From an optimization exercise on the open Yosys and OpenROAD flow, aimed at small area; shortcuts taken in it are not production practice. Where RTL was checked, it was by simulation tests only, not by an equivalence proof against the original. Function not checked in runs 4 to 7: the RTL went through the layout flow alone. No activity file was given, so power comes from the tool's default toggle rates.

<file path="design/flow/constraint.sdc">
create_clock -name core_clock -period 7.0 [get_ports {S_CLK}]
set_input_delay 1.4000 -clock core_clock [delete_from_list [all_inputs] [get_ports {S_CLK}]]
set_output_delay 1.4000 -clock core_clock [all_outputs]
set_load 0.01 [all_outputs]
</file>
<file path="design/flow/config.mk">
export PLATFORM = sky130hd
export DESIGN_NAME = wr_in_top
export DESIGN_NICKNAME = wr_in_top
export VERILOG_FILES = /design/flow/design.v
export SDC_FILE = /design/flow/constraint.sdc
export NUM_CORES = 4
export LEC_CHECK = 0
export CAP_MARGIN = 20
export CORE_MARGIN = 2
export CORE_UTILIZATION = 40
export SLEW_MARGIN = 20
</file>
<file path="design/flow/run.sh">
#!/bin/bash
# synth_recipe.tcl (not shown) runs the flow's synth.tcl, then flattens the netlist and writes it again
# the make line also repeats each setting of config.mk as NAME=value (left out here)
make -C /OpenROAD-flow-scripts/flow DESIGN_CONFIG=/design/flow/config.mk WORK_HOME=/design/flow/orfs CLKGATE_MAP_FILE= SYNTH_SCRIPT=/design/flow/synth_recipe.tcl finish
</file>
<file path="design/flow/design.v">
`timescale 1ns/1ps
`default_nettype none
package wr_in_pkg;
	localparam int ID_BITS  = 8;
	localparam int ADR_BITS = 64;
	localparam int LEN_BITS = 8;
	localparam int DATA_BITS      = 64;
	localparam int STRB_BITS      = DATA_BITS / 8;
	localparam int WORD_BITS      = 512;
	localparam int WORD_STRB_BITS = WORD_BITS / 8;
	localparam int BEATS_PER_WORD = WORD_BITS / DATA_BITS;
	localparam int CNT_BITS       = 3;
	localparam int              ADDR_MASK_BITS = 3;
	localparam logic [2:0]      SIZE_CODE      = 3'd3;
	localparam int ADR_REC_BITS   = 128;
	localparam int REC_FIELD_BITS = 16;
	localparam int REC_SIZE_LSB   = 112;
	localparam int REC_ID_LSB     = 96;
	localparam int REC_LEN_LSB    = 80;
	localparam int REC_SB_LSB     = 64;
	localparam int REC_ADR_LSB    = 0;
	localparam int DAT_REC_BITS = 2 + WORD_STRB_BITS + WORD_BITS;
	localparam int ID_DEPTH     = 8;
	localparam int ID_PTR_BITS  = $clog2(ID_DEPTH);
	localparam logic [1:0] RESP_OKAY = 2'b00;
endpackage
`default_nettype wire
`timescale 1ns/1ps
`default_nettype none
module wr_in_top (
	input  logic                                S_CLK,
	input  logic                                S_RESET_N,
	input  logic [wr_in_pkg::ID_BITS-1:0]       awid,
	input  logic [wr_in_pkg::ADR_BITS-1:0]      awaddr,
	input  logic [wr_in_pkg::LEN_BITS-1:0]      awlen,
	input  logic                                awvalid,
	output logic                                awready,
	input  logic [wr_in_pkg::DATA_BITS-1:0]     wdata,
	input  logic [wr_in_pkg::STRB_BITS-1:0]     wstrb,
	input  logic                                wlast,
	input  logic                                wvalid,
	output logic                                wready,
	output logic [wr_in_pkg::ID_BITS-1:0]       bid,
	output logic [1:0]                          bresp,
	output logic                                bvalid,
	input  logic                                bready,
	input  logic                                adr_fifo_full,
	output logic                                adr_fifo_wren,
	output logic [wr_in_pkg::ADR_REC_BITS-1:0]  adr_fifo_wdata,
	input  logic                                dat_fifo_full,
	output logic                                dat_fifo_wren,
	output logic [wr_in_pkg::DAT_REC_BITS-1:0]  dat_fifo_wdata
);
	localparam int LANE_BITS = wr_in_pkg::DATA_BITS + wr_in_pkg::STRB_BITS;
	localparam int NB        = wr_in_pkg::BEATS_PER_WORD;
	logic [wr_in_pkg::ID_BITS-1:0]     id_mem [wr_in_pkg::ID_DEPTH];
	logic [wr_in_pkg::ID_PTR_BITS-1:0] wr_ptr;
	logic [wr_in_pkg::ID_PTR_BITS-1:0] rd_ptr;
	logic [wr_in_pkg::ID_PTR_BITS:0]   open_cnt;
	logic                              q_full;
	logic                              burst_open;
	logic                              accept;
	logic                              last_taken;
	assign q_full     = open_cnt[wr_in_pkg::ID_PTR_BITS];
	assign burst_open = (open_cnt != '0);
	always_ff @(posedge S_CLK) begin
		if (accept) begin
			id_mem[wr_ptr] <= awid;
		end
	end
	always_ff @(posedge S_CLK or negedge S_RESET_N) begin
		if (!S_RESET_N) begin
			wr_ptr   <= '0;
			rd_ptr   <= '0;
			open_cnt <= '0;
		end else begin
			if (accept) begin
				wr_ptr <= wr_ptr + 1'b1;
			end
			if (last_taken) begin
				rd_ptr <= rd_ptr + 1'b1;
			end
			if (accept && !last_taken) begin
				open_cnt <= open_cnt + 1'b1;
			end else if (!accept && last_taken) begin
				open_cnt <= open_cnt - 1'b1;
			end
		end
	end
	always_ff @(posedge S_CLK or negedge S_RESET_N) begin
		if (!S_RESET_N) begin
			awready <= 1'b0;
		end else begin
			awready <= awvalid & ~awready & ~adr_fifo_full & ~q_full;
		end
	end
	assign accept        = awvalid & awready;
	assign adr_fifo_wren = accept;
	assign adr_fifo_wdata[wr_in_pkg::REC_SIZE_LSB +: wr_in_pkg::REC_FIELD_BITS] = wr_in_pkg::REC_FIELD_BITS'(wr_in_pkg::SIZE_CODE);
	assign adr_fifo_wdata[wr_in_pkg::REC_ID_LSB   +: wr_in_pkg::REC_FIELD_BITS] = wr_in_pkg::REC_FIELD_BITS'(awid);
	assign adr_fifo_wdata[wr_in_pkg::REC_LEN_LSB  +: wr_in_pkg::REC_FIELD_BITS] = wr_in_pkg::REC_FIELD_BITS'(awlen);
	assign adr_fifo_wdata[wr_in_pkg::REC_SB_LSB   +: wr_in_pkg::REC_FIELD_BITS] = '0;
	assign adr_fifo_wdata[wr_in_pkg::REC_ADR_LSB  +: wr_in_pkg::ADR_BITS] =
		{awaddr[wr_in_pkg::ADR_BITS-1:wr_in_pkg::ADDR_MASK_BITS], {wr_in_pkg::ADDR_MASK_BITS{1'b0}}};
	logic [wr_in_pkg::CNT_BITS-1:0] cnt;
	logic                           word_end;
	logic                           beat;
	assign word_end = (cnt == wr_in_pkg::CNT_BITS'(NB - 1));
	assign wready = burst_open
	              & (~(word_end | wlast) | ~dat_fifo_full)
	              & (~wlast | ~bvalid);
	assign beat          = wvalid & wready;
	assign last_taken    = beat & wlast;
	assign dat_fifo_wren = beat & (wlast | word_end);
	always_ff @(posedge S_CLK or negedge S_RESET_N) begin
		if (!S_RESET_N) begin
			cnt <= '0;
		end else if (beat) begin
			cnt <= wlast ? '0 : cnt + 1'b1;
		end
	end
	logic [LANE_BITS-1:0] win;
	logic [LANE_BITS-1:0] lane [NB];
	logic [LANE_BITS-1:0] hold [NB-1];
	assign win = {wstrb, wdata};
	for (genvar j = 0; j < NB; j++) begin : g_lane
		if (j < NB - 1) begin : g_held
			assign lane[j] = ({LANE_BITS{cnt > wr_in_pkg::CNT_BITS'(j)}} & hold[j])
			               | ({LANE_BITS{cnt == wr_in_pkg::CNT_BITS'(j)}} & win);
			always_ff @(posedge S_CLK) begin
				hold[j] <= lane[j];
			end
		end else begin : g_last
			assign lane[j] = {LANE_BITS{word_end}} & win;
		end
		assign dat_fifo_wdata[j * wr_in_pkg::DATA_BITS +: wr_in_pkg::DATA_BITS] =
			lane[j][wr_in_pkg::DATA_BITS-1:0];
		assign dat_fifo_wdata[wr_in_pkg::WORD_BITS + j * wr_in_pkg::STRB_BITS +: wr_in_pkg::STRB_BITS] =
			lane[j][LANE_BITS-1:wr_in_pkg::DATA_BITS];
	end
	assign dat_fifo_wdata[wr_in_pkg::DAT_REC_BITS-1] = 1'b0;
	assign dat_fifo_wdata[wr_in_pkg::DAT_REC_BITS-2] = wlast;
	always_ff @(posedge S_CLK or negedge S_RESET_N) begin
		if (!S_RESET_N) begin
			bvalid <= 1'b0;
		end else begin
			bvalid <= last_taken | (bvalid & ~bready);
		end
	end
	always_ff @(posedge S_CLK) begin
		if (!bvalid) begin
			bid <= id_mem[rd_ptr];
		end
	end
	assign bresp = wr_in_pkg::RESP_OKAY;
endmodule
`default_nettype wire
</file>
==> results of run 1 <==
## logic make-up after synthesis
group | share of synthesized area
DFF | 0.624
AOI/OAI and AO/OA | 0.191
buffers and inverters | 0.0737
and+or+nand+nor | 0.0349
muxes | 0.0661
adders and majority gates | 0.00779
xor gates and xnor gates | 0.00216
other | 0.000371
## Yosys cell counts
library cell  instances  area, um^2
nor2b_1               2        12.5
dfxtp_1             504       10100
buf_4               133         998
mux2_2               85         957
or3_1                 1        6.26
o21ai_0               2        10.0
buf_2                37         185
or2_2                 1        6.26
o41a_1                1        11.3
mux2i_1               2        20.0
edfxtp_1             72        2160
conb_1                2        7.51
dfrtp_1              15         375
nand2b_1              3        18.8
nand3b_1              1        7.51
inv_2                 2        7.51
and2_1               73         457
xnor2_1               5        43.8
a21oi_1               4        20.0
o21ai_2               3        26.3
nand2_1               8        30.0
a22o_1              431        3770
mux4_2               16         360
buf_1                 7        26.3
clkbuf_1             65         244
nor4b_1               1        8.76
nor4_1                1        6.26
nor3_2                4        40.0
fa_1                  1        20.0
inv_1                 5        18.8
buf_6                 1        11.3
or4_1                 1        7.51
o31ai_1               1        7.51
nand3_1               5        25.0
nor3_1                3        15.0
ha_1                 11         138
a2111o_1              1        11.3
nor2_2                1        6.26
nand4_1               1        6.26
o211ai_1              2        15.0
nor2_1               14        52.6
==> run notes, run 1 <==
Die X 229 um; Synth Register Bits 591; YS warnings 3; row count 82; Fail Step 3_2_place_iop; mapped cell area 20200 um^2; outcome aborted with a tool error; cells after synthesis 1528; syn_area_per_cell 13.3 um^2; die span in y 229 um; Synth cell types 41; sequential area share after synthesis 0.624; stop err [ERROR PPL-0024] Number of IO pins (881) exceeds maximum number of available positions (824). Increase the die perimeter from 915.92um to 1198.16um.; Initial Utilization 0.404
==> run 2, diff against run 1 <==
--- a/design/flow/config.mk
+++ b/design/flow/config.mk
@@ -6,6 +6,6 @@
 export NUM_CORES = 4
 export LEC_CHECK = 0
 export CAP_MARGIN = 20
-export CORE_MARGIN = 2
-export CORE_UTILIZATION = 40
+export CORE_AREA = 2 2 468 158
+export DIE_AREA = 0 0 470 160
 export SLEW_MARGIN = 20
==> run 2 against run 1 <==
Effect of this change:
- now clean on timing, DRC and antenna
- synthesized cell count is the same
- area after synthesis stayed put
==> run notes, run 2 <==
outcome complete, no violations; Clock Latency Late Sink 0.60 ns; DRC viols 0; # IOs 881; largest net degree at the start of global routing 73; router iterations before antenna repair 5; dpl hpwl 54800 um; period utilization 0.755; static leakage 0.0108 uW; YS warnings 3; largest registers hold x504, id_mem x64, bid x8; final setup vio count 0; core box area 72200 um^2; prevailing post-synth register cell dfxtp_1; Initial Utilization 0.281; VDD IR max 0.402 mV; initial antenna violation count 8; Buf/Inv on CP 3; CP endpoint kind primary output; Slowest cell on crit path buf_4; top-count cell post-synth dfxtp_1; Die X 470 um; Max Fclk 189 MHz; Util after Layout 0.402; post-synth top area share 0.498; crit-path max cell delay 0.75 ns; most frequent cells in the layout clkdlybuf4s50_1, dfxtp_1, a22o_1, mux2_2; global placer's final weighted congestion 0.834; worst hold slack 0.469 ns; Synth cell types 41; initial drt markers 1276; Total GRT Usage 0.201; share of layout cells above drive strength 1 0.102; via count 14900; TritonCTS Buffers 50; Crit path max-delay family buffers and inverters; clock root buffer master clkbuf_16; CTS Sinks 591; CP cell instances inv_1 > ha_1 > o21ai_4 > buf_4 > a22o_1 > clkdlybuf4s50_1; Synth area leader dfxtp_1; commonest non-fill, non-tap cell in the layout clkdlybuf4s50_1; unrepaired setup endpoints after global routing false; Largest Register hold; mapped cell area 20200 um^2; share of flip-flops with an asynchronous set or reset 0.0254; EDFF count, synth 72; required time of the critical path 5.60 ns; Layout area overhead 43.3%; IO Port Bufs 685; final hold violation count 0; vias per cell 4.80; post-placement cell area 27300 um^2; fin area 29000 um^2; Reg2Reg Setup Slack 4.12 ns; Largest register FFs 504; cts hold-fix bufs 0; first-pass GRT wire length 110000 um; post-CTS setup buffer count 0; max_slew headroom 0.240; Setup WS pre-CTS 2.16 ns; clock slew at reported path FFs 0.07 ns; via count of the first global-routing pass 14000; Final #Nets 2263; crit path max fanout 55; skew final 0.0274 ns; Worst Slack Setup Final 1.72 ns; final setup TNS 0 ns; MaxCap Viol Count 0; CTS tree done; Routed Antenna Nets 0; row count 57; min cycle time layout 5.28 ns; die span in y 160 um; syn_area_per_cell 13.3 um^2; Commonest cells post-synth dfxtp_1, a22o_1, buf_4; Worst EP arrival 3.88 ns; worst min path class reg -> reg; PD cells 435 nW/um^2; actual slew at the worst max-slew pin 1.14 ns; synth top area cells dfxtp_1, a22o_1, edfxtp_1; Post-CTS Resized 0; Synth Register Bits 591; clk buf depth 3; htree depth 2; fin. max-slew vios 0; total wire length 79500 um; Die ar. 75200 um^2; total grt overflow 0; cells after synthesis 1528; wire length per cell 25.6 um; sequential area share after synthesis 0.624; Startpoint Class register; Setup Crit Path Kind reg -> out
[run 2: where the power goes]
part           switching, uW  internal, uW
Combinational           2670          2510
Sequential               312          4180
Clock                   1360          1590
[run 2: area by class of cell]
class / instances / area [um^2]
Antenna cell: 1 / 2.50
Clock buffer: 73 / 1470
Timing Repair Buffer: 702 / 7010
Inverter: 7 / 26.3
Multi-Input combinational cell: 739 / 6420
Fill cell: 6798 / 43200
Tap cell: 973 / 1220
Clock inverter: 18 / 226
Sequential cell: 591 / 12600
[run 2: logic make-up after synthesis]
logic type / Yosys count / share of synthesized area
flops: 591 / 0.624
other cells: 2 / 0.000371
fa+ha+maj: 12 / 0.00779
mux: 103 / 0.0661
xor+xnor: 5 / 0.00216
buf+inv: 250 / 0.0737
simple gates: 120 / 0.0349
compound gates: 445 / 0.191
[run 2: through the flow]
step	cells	power [uW]
floorplan	1580	6950
global placement	3012	9700
detailed placement	3012	9760
CTS	3103	12700
global route	3103	13100
finish	3104	12600
[run 2: layer usage]
| layer | up-vias | global-route usage | share of wire | wire length (um) |
|---|---|---|---|---|
| li1 | 6639 | - | - | - |
| met1 | 7602 | 0.270 | 0.43 | 34300 |
| met2 | 518 | 0.336 | 0.49 | 38900 |
| met3 | 141 | 0.0313 | 0.052 | 4150 |
| met4 | 0 | 0.0563 | 0.027 | 2160 |
| met5 | - | 0 | 0 | 0 |
[run 2: worst register-to-register path: stages, from the launching register on]
cell and delay (ns):
dfrtp_1 0.59, ha_1 0.29, ha_2 0.96, a21oi_1 0.25
o21ai_2 0.30, mux2_2 0.37
[run 2: path summary, 6_finish.rpt]
path	startpoint	to	cells after the start
setup / recovery	cnt[0]	dat_fifo_wdata[177]	6
hold / removal	hold[2][68]	hold[2][68]	1
setup reg to reg	cnt[0]	cnt[2]	5
hold reg to reg	hold[2][68]	hold[2][68]	1
max in group asynchronous	S_RESET_N	cnt[2]	1
min in group asynchronous	S_RESET_N	wr_ptr[1]	1
==> run 3, diff against run 2 <==
==> design/flow/flow/run.sh (new file) <==
#!/bin/bash
# Standard ORFS layout with two changes: the port buffers are the smallest
# buffer cell rather than the 10 um2 delay buffer buffer_ports picks, and the
# clock tree is built without dummy balancing loads.
set -euo pipefail
export BUFFER_PORTS_ARGS="-buffer_cell sky130_fd_sc_hd__buf_1"
export CTS_ARGS="-sink_clustering_enable -repair_clock_nets -dont_use_dummy_load"
bash standard.sh > standard_make.log 2>&1
==> design/flow/standard.sh (new file) <==
#!/bin/bash
# synth_recipe.tcl (not shown) runs the flow's synth.tcl, then flattens the netlist and writes it again
# the make line also repeats each setting of config.mk as NAME=value (left out here)
make -C /OpenROAD-flow-scripts/flow DESIGN_CONFIG=/design/flow/config.mk WORK_HOME=/design/flow/orfs CLKGATE_MAP_FILE= SYNTH_SCRIPT=/design/flow/synth_recipe.tcl "${@:-finish}"
removed: design/flow/run.sh
==> run 3 against run 2 <==
Effect of this change:
- highest routed layer is now met5
- utilization is 6.6 points lower
- wire length is 7.4% lower
- still clean on timing, DRC and antenna
- cell count fell by 1.2%
- setup slack worse by 0.052 ns
- critical endpoint is now dat_fifo_wdata[74]
- synthesized cell count is the same
- power shrank 14%
==> run notes, run 3 <==
core box area 72200 um^2; MaxCap Viol Count 0; largest net degree at the start of global routing 79; synth top area cells dfxtp_1, a22o_1, edfxtp_1; EDFF count, synth 72; share of flip-flops with an asynchronous set or reset 0.0254; Initial Utilization 0.281; Post-CTS Resized 0; row count 57; most frequent cells in the layout buf_1, dfxtp_1, a22o_1, mux2_2; crit path max fanout 78; Die ar. 75200 um^2; cts hold-fix bufs 0; die span in y 160 um; DRC viols 0; CTS Sinks 591; period utilization 0.762; Synth Register Bits 591; sequential area share after synthesis 0.624; CP endpoint kind primary output; skew final 0.0393 ns; commonest non-fill, non-tap cell in the layout buf_1; final setup vio count 0; syn_area_per_cell 13.3 um^2; Synth area leader dfxtp_1; Largest Register hold; Synth cell types 41; worst hold slack 0.467 ns; via count 14800; Clock Latency Late Sink 0.56 ns; TritonCTS Buffers 48; Die X 470 um; router iterations before antenna repair 5; required time of the critical path 5.60 ns; initial drt markers 1377; actual slew at the worst max-slew pin 1.14 ns; Total GRT Usage 0.185; top-count cell post-synth dfxtp_1; mapped cell area 20200 um^2; PD cells 446 nW/um^2; final setup TNS 0 ns; initial antenna violation count 16; worst min path class reg -> reg; global placer's final weighted congestion 0.843; clock root buffer master clkbuf_16; unrepaired setup endpoints after global routing false; static leakage 0.00895 uW; Startpoint Class register; Worst EP arrival 3.94 ns; # IOs 881; IO Port Bufs 685; Largest register FFs 504; min cycle time layout 5.34 ns; post-synth top area share 0.498; post-CTS setup buffer count 0; Commonest cells post-synth dfxtp_1, a22o_1, buf_4; Util after Layout 0.336; via count of the first global-routing pass 13800; YS warnings 3; Final #Nets 2262; outcome complete, no violations; clk buf depth 3; fin. max-slew vios 0; VDD IR max 0.307 mV; largest registers hold x504, id_mem x64, bid x8; CTS tree done; final hold violation count 0; max_slew headroom 0.239; total grt overflow 0; first-pass GRT wire length 102000 um; htree depth 2; total wire length 73600 um; prevailing post-synth register cell dfxtp_1; clock slew at reported path FFs 0.06 ns; post-placement cell area 23000 um^2; fin area 24300 um^2; cells after synthesis 1528; Max Fclk 187 MHz; wire length per cell 24.0 um; dpl hpwl 50700 um; Layout area overhead 19.9%; Setup Crit Path Kind reg -> out; vias per cell 4.83; Routed Antenna Nets 0; share of layout cells above drive strength 1 0.0891
## run 3: routing by layer
metal,vias up,part of all wire,track usage,routed length (um)
li1,6594,-,-,-
met1,7479,0.42,0.242,31000
met2,589,0.47,0.299,34700
met3,144,0.082,0.0533,6050
met4,10,0.024,0.0493,1780
met5,-,0.00077,0,57
## run 3: path summary, 6_finish.rpt
check                       startpoint                  to  slack (ns)  cells past startpoint
max                             cnt[2]  dat_fifo_wdata[74]        1.66                      5
min                        hold[3][65]         hold[3][65]        0.47                      1
max reg2reg                     cnt[2]          hold[1][3]        3.78                      4
min reg2reg                hold[3][65]         hold[3][65]        0.47                      1
max in group asynchronous    S_RESET_N              cnt[2]        5.49                      1
min in group asynchronous    S_RESET_N             awready        0.89                      1
## run 3: cells by family after synthesis
logic type               after synthesis  share of synthesized area
other                                  2                   0.000371
buffers and inverters                250                     0.0737
flip-flops                           591                      0.624
AND/OR/NAND/NOR                      120                     0.0349
AO/OA/AOI/OAI                        445                      0.191
multiplexers                         103                     0.0661
XOR/XNOR                               5                    0.00216
adder cells (fa/ha/maj)               12                    0.00779
## run 3: metrics by stage
step | instances | power (uW) | setup WS [ns]
after detailed placement | 3011 | 8500 | 2.11
final | 3068 | 10800 | 1.66
after floorplan | 1580 | 6950 | 3.67
after CTS | 3059 | 10900 | 1.47
after global placement | 3010 | 8430 | 2.14
after global routing | 3062 | 11300 | 1.50
## run 3: where the power goes
group	switching [uW]	internal (uW)
clock network	1180	1210
logic	2530	1380
registers	348	4180
## run 3: layout make-up
type | instances | area, um^2
multi-input cells | 739 | 6420
diodes | 7 | 17.5
flip-flops and latches | 591 | 12600
fillers | 7240 | 47900
clock buffers | 48 | 1200
repair buffers | 703 | 2760
well taps | 973 | 1220
inverters | 7 | 26.3
## run 3: critical path, cell delays in order, from the launching register on
cell	delay, ns
dfrtp_4	1.17
inv_2	0.46
o21ai_4	0.32
buf_4	0.82
a22o_1	0.27
buf_1	0.27
==> run 4, diff against run 3 <==
--- a/design/flow/design.v
+++ b/design/flow/design.v
@@ -53,9 +53,7 @@
 );
 	localparam int LANE_BITS = wr_in_pkg::DATA_BITS + wr_in_pkg::STRB_BITS;
 	localparam int NB        = wr_in_pkg::BEATS_PER_WORD;
-	logic [wr_in_pkg::ID_BITS-1:0]     id_mem [wr_in_pkg::ID_DEPTH];
-	logic [wr_in_pkg::ID_PTR_BITS-1:0] wr_ptr;
-	logic [wr_in_pkg::ID_PTR_BITS-1:0] rd_ptr;
+	logic [wr_in_pkg::ID_BITS-1:0]     id_sr [wr_in_pkg::ID_DEPTH + 1];
 	logic [wr_in_pkg::ID_PTR_BITS:0]   open_cnt;
 	logic                              q_full;
 	logic                              burst_open;
@@ -65,26 +63,19 @@
 	assign burst_open = (open_cnt != '0);
 	always_ff @(posedge S_CLK) begin
 		if (accept) begin
-			id_mem[wr_ptr] <= awid;
+			id_sr[0] <= awid;
+			for (int i = 1; i <= wr_in_pkg::ID_DEPTH; i++) begin
+				id_sr[i] <= id_sr[i-1];
+			end
 		end
 	end
 	always_ff @(posedge S_CLK or negedge S_RESET_N) begin
 		if (!S_RESET_N) begin
-			wr_ptr   <= '0;
-			rd_ptr   <= '0;
 			open_cnt <= '0;
-		end else begin
-			if (accept) begin
-				wr_ptr <= wr_ptr + 1'b1;
-			end
-			if (last_taken) begin
-				rd_ptr <= rd_ptr + 1'b1;
-			end
-			if (accept && !last_taken) begin
-				open_cnt <= open_cnt + 1'b1;
-			end else if (!accept && last_taken) begin
-				open_cnt <= open_cnt - 1'b1;
-			end
+		end else if (accept && !last_taken) begin
+			open_cnt <= open_cnt + 1'b1;
+		end else if (!accept && last_taken) begin
+			open_cnt <= open_cnt - 1'b1;
 		end
 	end
 	always_ff @(posedge S_CLK or negedge S_RESET_N) begin
@@ -147,11 +138,7 @@
 			bvalid <= last_taken | (bvalid & ~bready);
 		end
 	end
-	always_ff @(posedge S_CLK) begin
-		if (!bvalid) begin
-			bid <= id_mem[rd_ptr];
-		end
-	end
+	assign bid = id_sr[open_cnt];
 	assign bresp = wr_in_pkg::RESP_OKAY;
 endmodule
 `default_nettype wire
==> design/flow/flow/run.sh (replaced) <==
#!/bin/bash
# Standard ORFS layout with two changes: the port buffers are the smallest
# buffer cell rather than the 10 um2 delay buffer buffer_ports picks, and the
# clock tree is built without dummy balancing loads and with larger sink
# clusters than the default.
set -euo pipefail
export BUFFER_PORTS_ARGS="-buffer_cell sky130_fd_sc_hd__buf_1"
export CTS_ARGS="-sink_clustering_enable -repair_clock_nets -dont_use_dummy_load -sink_clustering_size 24 -sink_clustering_max_diameter 60"
bash standard.sh > standard_make.log 2>&1
==> run 4 against run 3 <==
Effect of this change:
- largest power group unchanged
- still clean
- clock power down 25%
- utilization is 0.97 points lower
- power is 5.4% lower
- sequential share of layout area up 0.89 points
- setup slack improved by 0.38 ns
- clock skew is 0.049 ns higher
- highest routed layer is now met4
- die area is the same
- critical path depth rose by 1
- final area is 2.9% lower
- register-to-register slack better by 0.31 ns
- worst hold slack got worse by 0.064 ns
- sequential power fell by 4%
==> run notes, run 4 <==
outcome complete, no violations; worst min path class reg -> reg; fin. max-slew vios 0; cells after synthesis 1553; Worst EP arrival 3.56 ns; Crit Reg-Reg Startpoint cnt[0]; final setup TNS 0 ns; share of layout cells above drive strength 1 0.0676; MaxCap Viol Count 0; largest net degree at the start of global routing 74; IO Port Bufs 685; Die ar. 75200 um^2; CP startpoint cnt[0]; min cycle time layout 4.96 ns; clock root buffer master clkbuf_16; multi-input logic area 6340 um^2; htree depth 1; Placed Instances 3029; cts hold-fix bufs 0; Slowest cell on crit path nor2b_4; top-count cell post-synth dfxtp_1; Crit Reg-Reg Endpoint open_cnt[3]; NetSw 4010 uW; syn_area_per_cell 12.9 um^2; largest registers hold x504, id_sr x72, open_cnt x4; Max Fclk 202 MHz; FILL cells 7317; vias per cell 4.87; Commonest cells post-synth dfxtp_1, a22o_1, buf_4; CTS Sinks 585; share of flip-flops with an asynchronous set or reset 0.0154; initial drt markers 1303; total grt overflow 0; synth top area cells dfxtp_1, a22o_1, edfxtp_1; router iterations before antenna repair 5; row count 57; Worst path depth 6; prevailing post-synth register cell dfxtp_1; PD cells 435 nW/um^2; Largest Register hold; final setup vio count 0; Switching Fraction 0.391; clock group share of total power 0.175; first-pass GRT wire length 101000 um; skew final 0.0886 ns; max_slew headroom 0.291; Routed Antenna Nets 0; Total GRT Usage 0.179; required time of the critical path 5.60 ns; commonest non-fill, non-tap cell in the layout buf_1; via count 14900; total power 10200 uW; Synth cell types 42; period utilization 0.708; Initial Utilization 0.278; CP Capture Point dat_fifo_wdata[168]; post-synth top area share 0.502; Layout area overhead 17.3%; Post-CTS Resized 0; final hold violation count 0; crit-path max cell delay 0.81 ns; Synth area leader dfxtp_1; core box area 72200 um^2; fin area 23600 um^2; die span in y 160 um; Logic pwr share 0.401; Setup Crit Path Kind reg -> out; most frequent cells in the layout buf_1, dfxtp_1, a22o_1, mux2_2; unrepaired setup endpoints after global routing false; initial antenna violation count 4; Crit path max-delay family buffers and inverters; Reg2Reg Depth 9; YS warnings 4; EDFF count, synth 72; CTS tree done; post-route insts no fill 3060; TritonCTS Buffers 29; wire length per cell 23.3 um; sequential area share after synthesis 0.621; Startpoint Class register; Largest register FFs 504; clock slew at reported path FFs 0.10 ns; dpl hpwl 50000 um; post-CTS setup buffer count 0; Flop pwr share 0.424; mapped cell area 20100 um^2; Buf/Inv on CP 3; CP cell instances inv_1 > ha_1 > nor2b_4 > buf_4 > a22o_1 > buf_1; Die X 470 um; total wire length 71300 um; register area 12500 um^2; DRC viols 0; via count of the first global-routing pass 14000; CP endpoint kind primary output; VDD IR max 0.309 mV; static leakage 0.00861 uW; Final #Nets 2260; # IOs 881; global placer's final weighted congestion 0.836; Synth Register Bits 585; Pint 6240 uW; post-placement cell area 22800 um^2; Reg2Reg Setup Slack 4.09 ns; Clock Latency Late Sink 0.62 ns; actual slew at the worst max-slew pin 1.06 ns; crit path max fanout 42; clk buf depth 3
-- run 4: worst min path at each step --
stage | cells after the start | startpoint | slack [ns] | end
after floorplan | 0 | id_sr[0][0] | 0.43 | id_sr[1][0]
after global placement | 0 | id_sr[3][2] | 0.43 | id_sr[4][2]
after detailed placement | 0 | id_sr[6][0] | 0.43 | id_sr[7][0]
after CTS | 0 | id_sr[4][4] | 0.40 | id_sr[5][4]
after global routing | 0 | id_sr[4][4] | 0.39 | id_sr[5][4]
final | 0 | id_sr[4][4] | 0.40 | id_sr[5][4]
-- run 4: cell families after synthesis --
logic type | share of synthesized area
buffers and inverters | 0.0782
adders and majority gates | 0.00747
and+or+nand+nor | 0.0321
xor gates and xnor gates | 0.00218
AOI/OAI and AO/OA | 0.216
other | 0.000374
DFF | 0.621
muxes | 0.0425
-- run 4: final cells by class --
class	instances	share of cell area
Clock buffer	29	0.0308
Timing Repair Buffer	704	0.118
Tap cell	973	0.0517
Inverter	8	0.00127
Multi-Input combinational cell	760	0.269
Antenna cell	1	0.000106
Sequential cell	585	0.529
-- run 4: metal layers --
layer | global-route usage | vias to the layer above | part of all wire
met5 | 0 | - | 0
met4 | 0.0516 | 0 | 0.029
met3 | 0.0236 | 123 | 0.063
met2 | 0.305 | 606 | 0.50
met1 | 0.237 | 7527 | 0.41
li1 | - | 6661 | -
-- run 4: stage by stage --
step	setup slack [ns]	hold slack, ns	utilization
CTS	2.03	0.399	0.326
global route	1.85	0.394	0.327
finish	2.04	0.403	0.327
global placement	2.55	0.431	0.315
detailed placement	2.73	0.435	0.316
floorplan	2.44	0.427	-
-- run 4: power groups by stage --
| stage | combinational, uW | clock (uW) | sequential, uW |
|---|---|---|---|
| 2_1_floorplan | 2620 | 0 | 4320 |
| 3_3_place_gp | 3990 | 0 | 4390 |
| 3_5_place_dp | 4090 | 0 | 4410 |
| 4_1_cts | 4100 | 1830 | 4340 |
| 5_1_grt | 4360 | 1960 | 4400 |
| 6_report | 4110 | 1800 | 4340 |
-- run 4: worst reg2reg max path, stage by stage (launching register included) --
cell,delay [ns]
dfrtp_1,0.53
ha_1,0.32
ha_2,0.38
nand2_1,0.17
and3b_1,0.18
nand3_1,0.12
ha_1,0.28
or4_1,0.54
a21oi_1,0.19
xnor2_1,0.13
==> run 5, diff against run 4 <==
==> design/flow/flow/run.sh (replaced) <==
#!/bin/bash
# Standard ORFS layout with two changes: the port buffers are the smallest
# buffer cell rather than the 10 um2 delay buffer buffer_ports picks, and the
# clock tree is built without dummy balancing loads and with larger sink
# clusters than the default. Constant outputs share the tie cells synthesis
# made instead of getting one tie cell each.
set -euo pipefail
export BUFFER_PORTS_ARGS="-buffer_cell sky130_fd_sc_hd__buf_1"
export SKIP_REPAIR_TIE_FANOUT=1
export CTS_ARGS="-sink_clustering_enable -repair_clock_nets -dont_use_dummy_load -sink_clustering_size 24 -sink_clustering_max_diameter 60"
bash standard.sh > standard_make.log 2>&1
==> run 5 against run 4 <==
Effect of this change:
- highest routed layer is now met5
- wire length is 1.1% lower
- critical path depth is the same
- largest power group unchanged
- non-clock buffer count is 3 lower
- power fell by 0.31%
- clock-buffer cell count increased by 1
- first-iteration DRC count fell by 16%
- synthesized cell count stayed put
- combinational power shrank 1%
- critical endpoint is now dat_fifo_wdata[223]
- global-route usage fell by 0.21 points
==> run notes, run 5 <==
router iterations before antenna repair 7; largest registers hold x504, id_sr x72, open_cnt x4; skew final 0.0621 ns; PD cells 438 nW/um^2; # IOs 881; Initial Utilization 0.278; Setup Crit Path Kind reg -> out; Clock Latency Late Sink 0.61 ns; vias per cell 4.91; syn_area_per_cell 12.9 um^2; post-synth top area share 0.502; wire length per cell 23.4 um; Synth cell types 42; total grt overflow 0; CTS tree done; crit path max fanout 73; Synth area leader dfxtp_1; share of flip-flops with an asynchronous set or reset 0.0154; share of layout cells above drive strength 1 0.0679; total wire length 70500 um; final hold violation count 0; row count 57; Synth Register Bits 585; cells after synthesis 1553; prevailing post-synth register cell dfxtp_1; worst min path class reg -> reg; top-count cell post-synth dfxtp_1; Largest Register hold; TritonCTS Buffers 30; period utilization 0.731; CP endpoint kind primary output; clk buf depth 3; post-route insts no fill 3008; CTS Sinks 585; Die X 470 um; static leakage 0.00843 uW; MaxCap Viol Count 0; IO Port Bufs 685; sequential area share after synthesis 0.621; mapped cell area 20100 um^2; DRC viols 0; clock slew at reported path FFs 0.09 ns; required time of the critical path 5.60 ns; Worst EP arrival 3.72 ns; post-CTS setup buffer count 0; die span in y 160 um; clock root buffer master clkbuf_16; htree depth 1; core box area 72200 um^2; total power 10200 uW; global placer's final weighted congestion 0.845; synth top area cells dfxtp_1, a22o_1, edfxtp_1; Placed Instances 2974; fin. max-slew vios 0; via count of the first global-routing pass 13900; initial antenna violation count 4; cts hold-fix bufs 0; Setup WS pre-CTS 2.51 ns; Layout area overhead 16.2%; EDFF count, synth 72; Die ar. 75200 um^2; Routed Antenna Nets 0; outcome complete, no violations; initial drt markers 1095; FILL cells 7411; Startpoint Class register; Final #Nets 2206; register area 12500 um^2; unrepaired setup endpoints after global routing false; Total GRT Usage 0.177; dpl hpwl 48900 um; actual slew at the worst max-slew pin 1.13 ns; via count 14800; largest net degree at the start of global routing 74; Max Fclk 195 MHz; multi-input logic area 6140 um^2; max_slew headroom 0.246; Largest register FFs 504; final setup TNS 0 ns; VDD IR max 0.339 mV; final setup vio count 0; YS warnings 4; Worst Slack Setup Final 1.88 ns; Commonest cells post-synth dfxtp_1, a22o_1, buf_4; min cycle time layout 5.12 ns; commonest non-fill, non-tap cell in the layout buf_1; Post-CTS Resized 0; most frequent cells in the layout buf_1, dfxtp_1, a22o_1, mux2_2; first-pass GRT wire length 100000 um
==> run 5: per-layer routing <==
| metal | global-route usage | share of wire | up-vias |
|---|---|---|---|
| met4 | 0.0616 | 0.034 | 2 |
| met2 | 0.294 | 0.49 | 525 |
| li1 | - | - | 6605 |
| met5 | 0 | 0.00013 | - |
| met3 | 0.0274 | 0.054 | 139 |
| met1 | 0.234 | 0.42 | 7493 |
==> run 5: through the flow <==
step                cell area, um^2  utilization  hold WS, ns
floorplan                     20100            -        0.427
global placement              22600        0.312        0.429
detailed placement            22600        0.312        0.433
CTS                           23300        0.323        0.393
global route                  23300        0.323        0.393
finish                        23300        0.323        0.402
==> run 5: cells by family after synthesis <==
logic type	count (synthesis)	synth area share
fa+ha+maj	12	0.00747
buf+inv	260	0.0782
other cells	2	0.000374
flops	585	0.621
mux	76	0.0425
compound gates	504	0.216
simple gates	109	0.0321
xor+xnor	5	0.00218
==> run 5: power breakdown <==
group,leakage [uW],internal [uW],switching [uW]
combinational,0.00318,1350,2720
sequential,0.00488,4110,216
clock,0.000370,762,1060
==> run 5: path summary, 6_finish.rpt <==
path | start | end | slack, ns | cells past startpoint
worst max-delay path | cnt[2] | dat_fifo_wdata[223] | 1.88 | 6
min in group asynchronous | S_RESET_N | awready | 0.75 | 1
worst min-delay path | id_sr[6][3] | id_sr[7][3] | 0.40 | 0
worst max register to register | cnt[0] | open_cnt[3] | 3.89 | 10
worst min register to register | id_sr[6][3] | id_sr[7][3] | 0.40 | 0
max in group asynchronous | S_RESET_N | cnt[2] | 5.86 | 1
==> run 5: layout make-up <==
cell class	instances	share of cell area
diodes	3	0.000322
flip-flops and latches	585	0.535
well taps	973	0.0522
repair buffers	701	0.116
clock buffers	30	0.0322
inverters	8	0.00129
multi-input cells	708	0.263
==> run 5: worst max-delay path, cell delays in order, from the launching register on <==
cell     delay, ns
dfrtp_1       0.59
inv_2         0.25
ha_4          0.47
nor2_4        0.78
buf_4         0.51
a22o_1        0.22
buf_1         0.28
==> run 6, diff against run 5 <==
--- a/design/flow/flow/run.sh
+++ b/design/flow/flow/run.sh
@@ -7,5 +7,6 @@
 set -euo pipefail
 export BUFFER_PORTS_ARGS="-buffer_cell sky130_fd_sc_hd__buf_1"
 export SKIP_REPAIR_TIE_FANOUT=1
+export PLACE_PINS_ARGS="-min_distance 1 -min_distance_in_tracks"
 export CTS_ARGS="-sink_clustering_enable -repair_clock_nets -dont_use_dummy_load -sink_clustering_size 24 -sink_clustering_max_diameter 60"
 bash standard.sh > standard_make.log 2>&1
--- a/design/flow/config.mk
+++ b/design/flow/config.mk
@@ -6,6 +6,6 @@
 export NUM_CORES = 4
 export LEC_CHECK = 0
 export CAP_MARGIN = 20
-export CORE_AREA = 2 2 468 158
-export DIE_AREA = 0 0 470 160
+export CORE_AREA = 2 2 258 158
+export DIE_AREA = 0 0 260 160
 export SLEW_MARGIN = 20
==> run 6 against run 5 <==
Effect of this change:
- global-route usage up 11 points
- register-to-register slack worse by 0.16 ns
- area after synthesis unchanged
- clock skew down 0.010 ns
- final area down 1.8%
- die area down 45%
- first-iteration DRC count up 14%
- utilization up 26 points
- sequential power about the same
- clock power up 5%
- combinational power about the same
- critical endpoint is now dat_fifo_wdata[206]
==> run notes, run 6 <==
outcome complete, no violations; MaxCap Viol Count 0; Initial Utilization 0.508; prevailing post-synth register cell dfxtp_1; Placed Instances 2534; CP endpoint kind primary output; largest registers hold x504, id_sr x72, open_cnt x4; most frequent cells in the layout buf_1, dfxtp_1, a22o_1, mux2_2; Worst EP arrival 3.52 ns; Setup Crit Path Kind reg -> out; DRC viols 0; cts hold-fix bufs 0; vias per cell 5.78; required time of the critical path 5.60 ns; Crit path max-delay family buffers and inverters; period utilization 0.703; total wire length 64100 um; sequential area share after synthesis 0.621; FILL cells 3401; worst min path class reg -> reg; actual slew at the worst max-slew pin 1.02 ns; first-pass GRT wire length 91800 um; share of flip-flops with an asynchronous set or reset 0.0154; die span in y 160 um; row count 57; Routed Antenna Nets 0; syn_area_per_cell 12.9 um^2; Die X 260 um; CTS tree done; Clock Latency Late Sink 0.55 ns; total power 10300 uW; htree depth 2; global placer's final weighted congestion 0.919; Synth Register Bits 585; static leakage 0.00849 uW; Layout area overhead 14.0%; commonest non-fill, non-tap cell in the layout buf_1; IO Port Bufs 685; final hold violation count 0; crit path max fanout 73; largest net degree at the start of global routing 74; Post-CTS Resized 0; core box area 39600 um^2; Commonest cells post-synth dfxtp_1, a22o_1, buf_4; unrepaired setup endpoints after global routing false; via count of the first global-routing pass 13700; router iterations before antenna repair 5; EDFF count, synth 72; final setup TNS 0 ns; mapped cell area 20100 um^2; CTS Sinks 585; initial antenna violation count 1; Synth cell types 42; post-route insts no fill 2570; fin. max-slew vios 0; # IOs 881; dpl hpwl 43500 um; Final #Nets 2212; Synth area leader dfxtp_1; max_slew headroom 0.318; clock slew at reported path FFs 0.09 ns; initial drt markers 1251; share of layout cells above drive strength 1 0.0711; synth top area cells dfxtp_1, a22o_1, edfxtp_1; via count 14900; fin area 22900 um^2; total grt overflow 0; cells after synthesis 1553; YS warnings 4; wire length per cell 25.0 um; Total GRT Usage 0.291; Max Fclk 203 MHz; post-CTS setup buffer count 0; post-synth top area share 0.502; CP cell instances inv_2 > ha_4 > nor2_4 > buf_4 > a22o_1 > buf_1; register area 12500 um^2; clock root buffer master clkbuf_16; VDD IR max 0.278 mV; Buf/Inv on CP 3; Slowest cell on crit path buf_4; min cycle time layout 4.92 ns; crit-path max cell delay 0.70 ns; multi-input logic area 6150 um^2; final setup vio count 0; Die ar. 41600 um^2; Largest Register hold; clk buf depth 3; Startpoint Class register; skew final 0.0517 ns; Largest register FFs 504; TritonCTS Buffers 34; top-count cell post-synth dfxtp_1; post-placement cell area 22000 um^2; PD cells 449 nW/um^2
run 6: cell counts after synthesis:
No cell type changed its count.
run 6: stage by stage:
| stage | hold slack (ns) | utilization | setup slack [ns] |
|---|---|---|---|
| after global routing | 0.428 | 0.579 | 1.93 |
| after detailed placement | 0.432 | 0.556 | 2.58 |
| after CTS | 0.426 | 0.578 | 2.01 |
| after floorplan | 0.427 | - | 2.44 |
| after global placement | 0.429 | 0.556 | 2.65 |
| final | 0.424 | 0.579 | 2.08 |
run 6: worst paths after layout:
| check | from | endpoint | slack [ns] | cells past startpoint |
|---|---|---|---|---|
| setup / recovery | cnt[2] | dat_fifo_wdata[206] | 2.08 | 6 |
| hold / removal | id_sr[4][2] | id_sr[5][2] | 0.42 | 0 |
| setup reg to reg | cnt[0] | open_cnt[3] | 3.73 | 10 |
| hold reg to reg | id_sr[4][2] | id_sr[5][2] | 0.42 | 0 |
| max in group asynchronous | S_RESET_N | open_cnt[0] | 5.65 | 1 |
| min in group asynchronous | S_RESET_N | bvalid | 0.88 | 1 |
run 6: power breakdown:
group	switching (uW)	internal (uW)	leakage (uW)
combinational	2700	1350	0.00319
clock	1040	869	0.000419
sequential	202	4110	0.00488
run 6: cells by family after synthesis:
group / after synthesis / synth area share
and+or+nand+nor: 109 / 0.0321
buffers and inverters: 260 / 0.0782
xor gates and xnor gates: 5 / 0.00218
muxes: 76 / 0.0425
other: 2 / 0.000374
AOI/OAI and AO/OA: 504 / 0.216
adders and majority gates: 12 / 0.00747
DFF: 585 / 0.621
run 6: metal layers:
layer,track usage,up-vias,routed length [um]
met5,0,-,0
met2,0.430,730,28000
met1,0.409,7370,28200
li1,-,6615,-
met3,0.0719,144,5270
met4,0.121,0,2580
run 6: cell type report:
type / count / area share
Inverter: 8 / 0.00131
Sequential cell: 585 / 0.545
Tap cell: 531 / 0.0290
Antenna cell: 1 / 0.000109
Multi-Input combinational cell: 708 / 0.269
Timing Repair Buffer: 703 / 0.119
Clock buffer: 34 / 0.0371
run 6: worst register-to-register path, stage by stage, from the launching register on:
cell and delay (ns):
dfrtp_1 0.52, ha_1 0.33, ha_2 0.39, buf_4 0.37
nand2_1 0.16, and3b_1 0.18, nand3_1 0.14, ha_1 0.29
or4_1 0.52, a21oi_1 0.18, xnor2_1 0.13
==> run 7, diff against run 6 <==
==> design/flow/flow/run.sh (replaced) <==
#!/bin/bash
# Standard ORFS layout with two changes: the port buffers are the smallest
# buffer cell rather than the 10 um2 delay buffer buffer_ports picks, and the
# clock tree is built without dummy balancing loads and with larger sink
# clusters than the default.
set -euo pipefail
export BUFFER_PORTS_ARGS="-buffer_cell sky130_fd_sc_hd__buf_1"
export CTS_ARGS="-sink_clustering_enable -repair_clock_nets -dont_use_dummy_load -sink_clustering_size 30 -sink_clustering_max_diameter 60"
bash standard.sh > standard_make.log 2>&1
--- a/design/flow/config.mk
+++ b/design/flow/config.mk
@@ -6,6 +6,6 @@
 export NUM_CORES = 4
 export LEC_CHECK = 0
 export CAP_MARGIN = 20
-export CORE_AREA = 2 2 258 158
-export DIE_AREA = 0 0 260 160
+export CORE_AREA = 2 2 468 158
+export DIE_AREA = 0 0 470 160
 export SLEW_MARGIN = 20
==> run 7 against run 6 <==
Effect of this change:
- non-clock buffer count increased by 1
- cell count increased by 19%
- clock skew grew 0.059 ns
- first-iteration DRC count up 8.5%
- utilization is 25 points lower
- register-to-register slack better by 0.35 ns
- largest cell class unchanged
- sequential share of layout area down 1.4 points
- sequential power about the same
- critical path type unchanged
- wire length up 11%
- setup slack lost 0.052 ns
- worst hold slack got worse by 0.030 ns
==> run notes, run 7 <==
global placer's final weighted congestion 0.836; Startpoint Class register; final setup TNS 0 ns; Crit Reg-Reg Startpoint cnt[0]; GR peak layer met2; Synth cell types 42; total grt overflow 0; MaxCap Viol Count 0; CTS Sinks 585; Die X 470 um; wire length per cell 23.3 um; VDD IR max 0.247 mV; period utilization 0.710; fin. max-slew vios 0; met1 Use GR 0.237; final hold violation count 0; Post-CTS Resized 0; CP startpoint cnt[0]; TritonCTS Buffers 26; Reg2Reg Depth 9; multi-input logic area 6340 um^2; initial antenna violation count 6; static leakage 0.00857 uW; FILL cells 7333; met3 Track Usage GR 0.0213; Routed Antenna Nets 0; Total GRT Usage 0.178; Clock Latency Late Sink 0.62 ns; total wire length 71300 um; worst min path class reg -> reg; share of flip-flops with an asynchronous set or reset 0.0154; row count 57; max_slew headroom 0.276; Largest register FFs 504; Final #Nets 2257; worst hold slack 0.393 ns; syn_area_per_cell 12.9 um^2; grt met2 use 0.301; register area 12500 um^2; initial drt markers 1357; actual slew at the worst max-slew pin 1.09 ns; via count 14800; IO Port Bufs 685; CTS tree done; crit path max fanout 42; prevailing post-synth register cell dfxtp_1; vias per cell 4.83; clk buf depth 3; clock slew at reported path FFs 0.11 ns; router iterations before antenna repair 5; mapped cell area 20100 um^2; synth top area cells dfxtp_1, a22o_1, edfxtp_1; Worst EP arrival 3.57 ns; final setup vio count 0; sequential area share after synthesis 0.621; Worst Slack Setup Final 2.03 ns; skew final 0.111 ns; commonest non-fill, non-tap cell in the layout buf_1; CP Capture Point dat_fifo_wdata[168]; Die ar. 75200 um^2; core box area 72200 um^2; unrepaired setup endpoints after global routing false; cts hold-fix bufs 0; DRC viols 0; YS warnings 4; required time of the critical path 5.60 ns; clock root buffer master clkbuf_16; largest net degree at the start of global routing 74; most frequent cells in the layout buf_1, dfxtp_1, a22o_1, mux2_2; die span in y 160 um; first-pass GRT wire length 101000 um; Commonest cells post-synth dfxtp_1, a22o_1, buf_4; via count of the first global-routing pass 13900; Setup WS pre-CTS 2.73 ns; share of layout cells above drive strength 1 0.0663; top-count cell post-synth dfxtp_1; Max Fclk 201 MHz; Hold Crit Start id_sr[4][4]; Crit Reg-Reg Endpoint open_cnt[3]; Largest Register hold; Reg2Reg Setup Slack 4.08 ns; Setup Crit Path Kind reg -> out; min cycle time layout 4.97 ns; fin area 23500 um^2; Layout area overhead 16.9%; Synth Register Bits 585; htree depth 1; Synth area leader dfxtp_1; post-CTS setup buffer count 0; PD cells 432 nW/um^2; CP endpoint kind primary output; post-synth top area share 0.502; # IOs 881; dpl hpwl 50000 um; Initial Utilization 0.278; post-placement cell area 22800 um^2; cells after synthesis 1553; largest registers hold x504, id_sr x72, open_cnt x4; EDFF count, synth 72; outcome complete, no violations
run 7: cell count changes in the layout (fill, tap and decap cells not counted), sizes merged:
| cell | before | now |
|---|---|---|
| diode | 1 | 4 |
| buf | 703 | 704 |
| clkbuf | 34 | 26 |
| conb | 2 | 54 |
run 7: stage by stage:
step                 util  total power [uW]  cells
floorplan               -              6940   1605
global placement    0.315              8380   3027
detailed placement  0.316              8500   3029
CTS                 0.325             10200   3055
global route        0.325             10600   3059
finish              0.326             10200   3060
run 7: layout make-up:
class,instances,share of cell area
sequential,585,0.531
tap,973,0.0518
inverter,8,0.00128
timing repair buffer,704,0.118
clock buffer,26,0.0277
antenna,4,0.000426
multi-input combinational,760,0.270
run 7: cell families after synthesis:
group | Yosys count | share of synthesized area
buf+inv | 260 | 0.0782
other cells | 2 | 0.000374
simple gates | 109 | 0.0321
fa+ha+maj | 12 | 0.00747
xor+xnor | 5 | 0.00218
mux | 76 | 0.0425
flops | 585 | 0.621
compound gates | 504 | 0.216
run 7: worst max-delay path, stage by stage, from the launching register on:
cell     delay, ns
dfrtp_1       0.53
inv_1         0.20
ha_1          0.25
nor2b_4       0.82
buf_4         0.64
a22o_1        0.26
buf_1         0.22
run 7: worst min path at each step:
stage               depth (start not counted)           to
CTS                                         0  id_sr[5][4]
finish                                      0  id_sr[5][4]
global route                                0  id_sr[5][4]
floorplan                                   0  id_sr[1][0]
detailed placement                          0  id_sr[7][0]
global placement                            0  id_sr[4][2]
run 7: power breakdown:
group	switching (uW)	internal, uW	total [uW]
logic	2710	1390	4100
registers	230	4110	4340
clock network	1050	667	1710
run 7: metal layers:
layer	routed length [um]	part of all wire	up-vias
met3	3480	0.049	129
li1	-	-	6654
met4	2170	0.030	0
met5	0	0	-
met2	35300	0.50	513
met1	30300	0.42	7498
==> run 8, diff against run 7 <==
--- a/design/flow/design.v
+++ b/design/flow/design.v
@@ -103,11 +103,16 @@
 	assign beat          = wvalid & wready;
 	assign last_taken    = beat & wlast;
 	assign dat_fifo_wren = beat & (wlast | word_end);
+	logic [wr_in_pkg::CNT_BITS-1:0] cnt_next;
+	logic                           held0;
+	assign cnt_next = beat ? (wlast ? '0 : cnt + 1'b1) : cnt;
 	always_ff @(posedge S_CLK or negedge S_RESET_N) begin
 		if (!S_RESET_N) begin
-			cnt <= '0;
-		end else if (beat) begin
-			cnt <= wlast ? '0 : cnt + 1'b1;
+			cnt   <= '0;
+			held0 <= 1'b0;
+		end else begin
+			cnt   <= cnt_next;
+			held0 <= (cnt_next != '0);
 		end
 	end
 	logic [LANE_BITS-1:0] win;
@@ -116,7 +121,7 @@
 	assign win = {wstrb, wdata};
 	for (genvar j = 0; j < NB; j++) begin : g_lane
 		if (j < NB - 1) begin : g_held
-			assign lane[j] = ({LANE_BITS{cnt > wr_in_pkg::CNT_BITS'(j)}} & hold[j])
+			assign lane[j] = ({LANE_BITS{(j == 0) ? held0 : (cnt > wr_in_pkg::CNT_BITS'(j))}} & hold[j])
 			               | ({LANE_BITS{cnt == wr_in_pkg::CNT_BITS'(j)}} & win);
 			always_ff @(posedge S_CLK) begin
 				hold[j] <= lane[j];
==> design/flow/flow/run.sh (replaced) <==
#!/bin/bash
# The standard ORFS layout (standard.sh, standard synthesis) with three
# settings changed through the environment:
#  - buffer_ports gives each port the smallest buffer cell (buf_1) rather than
#    the 10 um2 delay buffer it picks by default;
#  - constant outputs share the tie cells synthesis made instead of getting
#    one tie cell each;
#  - the clock tree is built without dummy balancing loads and with larger
#    sink clusters than the default.
# ORFS writes each step's full log under orfs/logs/; make's own output goes to
# standard_make.log.
set -euo pipefail
export BUFFER_PORTS_ARGS="-buffer_cell sky130_fd_sc_hd__buf_1"
export SKIP_REPAIR_TIE_FANOUT=1
export CTS_ARGS="-sink_clustering_enable -repair_clock_nets -dont_use_dummy_load -sink_clustering_size 24 -sink_clustering_max_diameter 60"
bash standard.sh > standard_make.log 2>&1
==> run 8 against run 7 <==
Effect of this change:
- wire length increased by 1.5%
- die area did not move
- worst hold slack worse by 0.024 ns
- fmax is 2.9% lower
- first-iteration DRC count up 8.0%
- area after synthesis increased by 0.75%
- critical path depth unchanged
- sequential share of layout area is 0.83 points higher
- clock skew shrank 0.034 ns
- largest power group unchanged
==> run notes, run 8 <==
post-route insts no fill 3022; Crit Reg-Reg Startpoint cnt[0]; Die X 470 um; Max Fclk 195 MHz; register area 12500 um^2; via count of the first global-routing pass 14100; prevailing post-synth register cell dfxtp_1; wire length per cell 23.9 um; Post-CTS Resized 0; Largest Register hold; row count 57; outcome complete, no violations; MaxCap Viol Count 0; PD cells 430 nW/um^2; crit path max fanout 73; cts hold-fix bufs 0; min cycle time layout 5.12 ns; initial antenna violation count 7; worst hold slack 0.369 ns; worst min path class reg -> reg; Reg2Reg Setup Slack 3.82 ns; CP startpoint cnt[2]; Die ar. 75200 um^2; FILL cells 7387; Synth Register Bits 586; max_slew headroom 0.211; IO Port Bufs 685; Buf/Inv on CP 3; Setup Crit Path Kind reg -> out; core box area 72200 um^2; syn_area_per_cell 12.3 um^2; sequential area share after synthesis 0.618; Synth area leader dfxtp_1; Synth cell types 51; CTS tree done; most frequent cells in the layout buf_1, a22o_1, dfxtp_1, and2_1, edfxtp_1; Initial Utilization 0.280; clock slew at reported path FFs 0.10 ns; fin. max-slew vios 0; Routed Antenna Nets 0; clk buf depth 3; post-CTS setup buffer count 0; Setup WS pre-CTS 2.53 ns; largest registers hold x504, id_sr x72, open_cnt x4; synth top area cells dfxtp_1, a22o_1, edfxtp_1; dpl hpwl 49700 um; Final #Nets 2218; required time of the critical path 5.60 ns; Util after Layout 0.321; global placer's final weighted congestion 0.842; crit-path max cell delay 0.73 ns; htree depth 1; router iterations before antenna repair 5; Layout area overhead 14.5%; first-pass GRT wire length 101000 um; initial drt markers 1466; Commonest cells post-synth a22o_1, dfxtp_1, buf_4; final setup vio count 0; CTS Sinks 586; final hold violation count 0; multi-input logic area 5930 um^2; period utilization 0.732; DRC viols 0; vias per cell 4.98; CP cell instances inv_2 > ha_4 > nor2_4 > buf_4 > a22o_1 > buf_1; post-synth top area share 0.498; unrepaired setup endpoints after global routing false; actual slew at the worst max-slew pin 1.18 ns; Startpoint Class register; Hold Crit Start id_sr[6][0]; largest net degree at the start of global routing 75; # IOs 881; total wire length 72300 um; TritonCTS Buffers 29; VDD IR max 0.260 mV; skew final 0.0775 ns; share of layout cells above drive strength 1 0.0347; Worst Slack Setup Final 1.88 ns; via count 15000; static leakage 0.00849 uW; Worst EP arrival 3.72 ns; Crit path max-delay family buffers and inverters; final setup TNS 0 ns; Slowest cell on crit path buf_4; YS warnings 4; clock root buffer master clkbuf_16; Clock Latency Late Sink 0.63 ns; total grt overflow 0; cells after synthesis 1641; commonest non-fill, non-tap cell in the layout buf_1; mapped cell area 20200 um^2; CP endpoint kind primary output; Placed Instances 2985; Largest register FFs 504; EDFF count, synth 72; die span in y 160 um; share of flip-flops with an asynchronous set or reset 0.0171; Total GRT Usage 0.179
==> run 8: routing by layer <==
layer,routed length (um),track usage
met5,0,0
met4,2500,0.0664
met3,5180,0.0343
met2,34700,0.291
met1,30000,0.238
==> run 8: path summary, 6_finish.rpt <==
kind,cells after the start,endpoint
min in group asynchronous,1,cnt[2]
min reg2reg,0,id_sr[7][0]
max in group asynchronous,1,held0
max reg2reg,9,open_cnt[3]
min,0,id_sr[7][0]
max,6,dat_fifo_wdata[197]
==> run 8: area by class of cell <==
cell class,count,share of cell area
inverter,8,0.00130
clock buffer,29,0.0313
timing repair buffer,704,0.119
antenna,5,0.000540
multi-input combinational,717,0.256
tap,973,0.0525
sequential,586,0.539
==> run 8: cells by family after synthesis <==
| logic type | count (synthesis) | share of synthesized area |
|---|---|---|
| fa+ha+maj | 12 | 0.00742 |
| mux | 7 | 0.00377 |
| xor+xnor | 5 | 0.00216 |
| other cells | 2 | 0.000371 |
| buf+inv | 338 | 0.0938 |
| flops | 586 | 0.618 |
| simple gates | 125 | 0.0357 |
| compound gates | 566 | 0.239 |
==> run 8: stage by stage <==
step	instance area (um^2)	power, uW
6_report	23200	9980
5_1_grt	23200	10400
4_1_cts	23100	10000
3_5_place_dp	22400	8210
3_3_place_gp	22400	8160
2_1_floorplan	20200	6830
==> run 8: where the power goes <==
part | internal [uW] | leakage (uW) | switching (uW)
Clock | 738 | 0.000357 | 1070
Combinational | 1170 | 0.00324 | 2530
Sequential | 4130 | 0.00489 | 342

[re-timing with driven ports]
Ports are ideal in the flow. The routed layouts listed here were re-timed in OpenROAD.
Step 1 assumes that a clkbuf_16 drives the clock port and a buf_2 every other input.
Step 2 moves the port delays by t, midway between the first and last clock arrival at a register: inputs arrive t later, outputs are due t later. That takes back most of the time a late clock gives input paths.
Three values: ideal, step 1, step 2; two values: the first two.
| run | t (ns) | setup slack, ns | slew at the worst register clock pin (ns) | worst slew at a driven data input, ns |
|---|---|---|---|---|
| run 2 | 0.659 | 1.715 / 1.648 / 2.217 | 0.08 / 0.08 | 0.18 |
| run 3 | 0.624 | 1.663 / 1.598 / 2.222 | 0.07 / 0.07 | 0.20 |
| run 4 | 0.630 | 2.041 / 1.985 / 2.615 | 0.10 / 0.10 | 0.13 |
| run 5 | 0.639 | 1.881 / 1.825 / 2.463 | 0.10 / 0.10 | 0.20 |
| run 6 | 0.567 | 2.079 / 2.022 / 2.589 | 0.10 / 0.10 | 0.08 |
| run 7 | 0.628 | 2.027 / 1.968 / 2.596 | 0.12 / 0.12 | 0.12 |
| run 8 | 0.648 | 1.878 / 1.822 / 2.470 | 0.10 / 0.10 | 0.19 |
After both steps setup and hold are still met in every run listed.
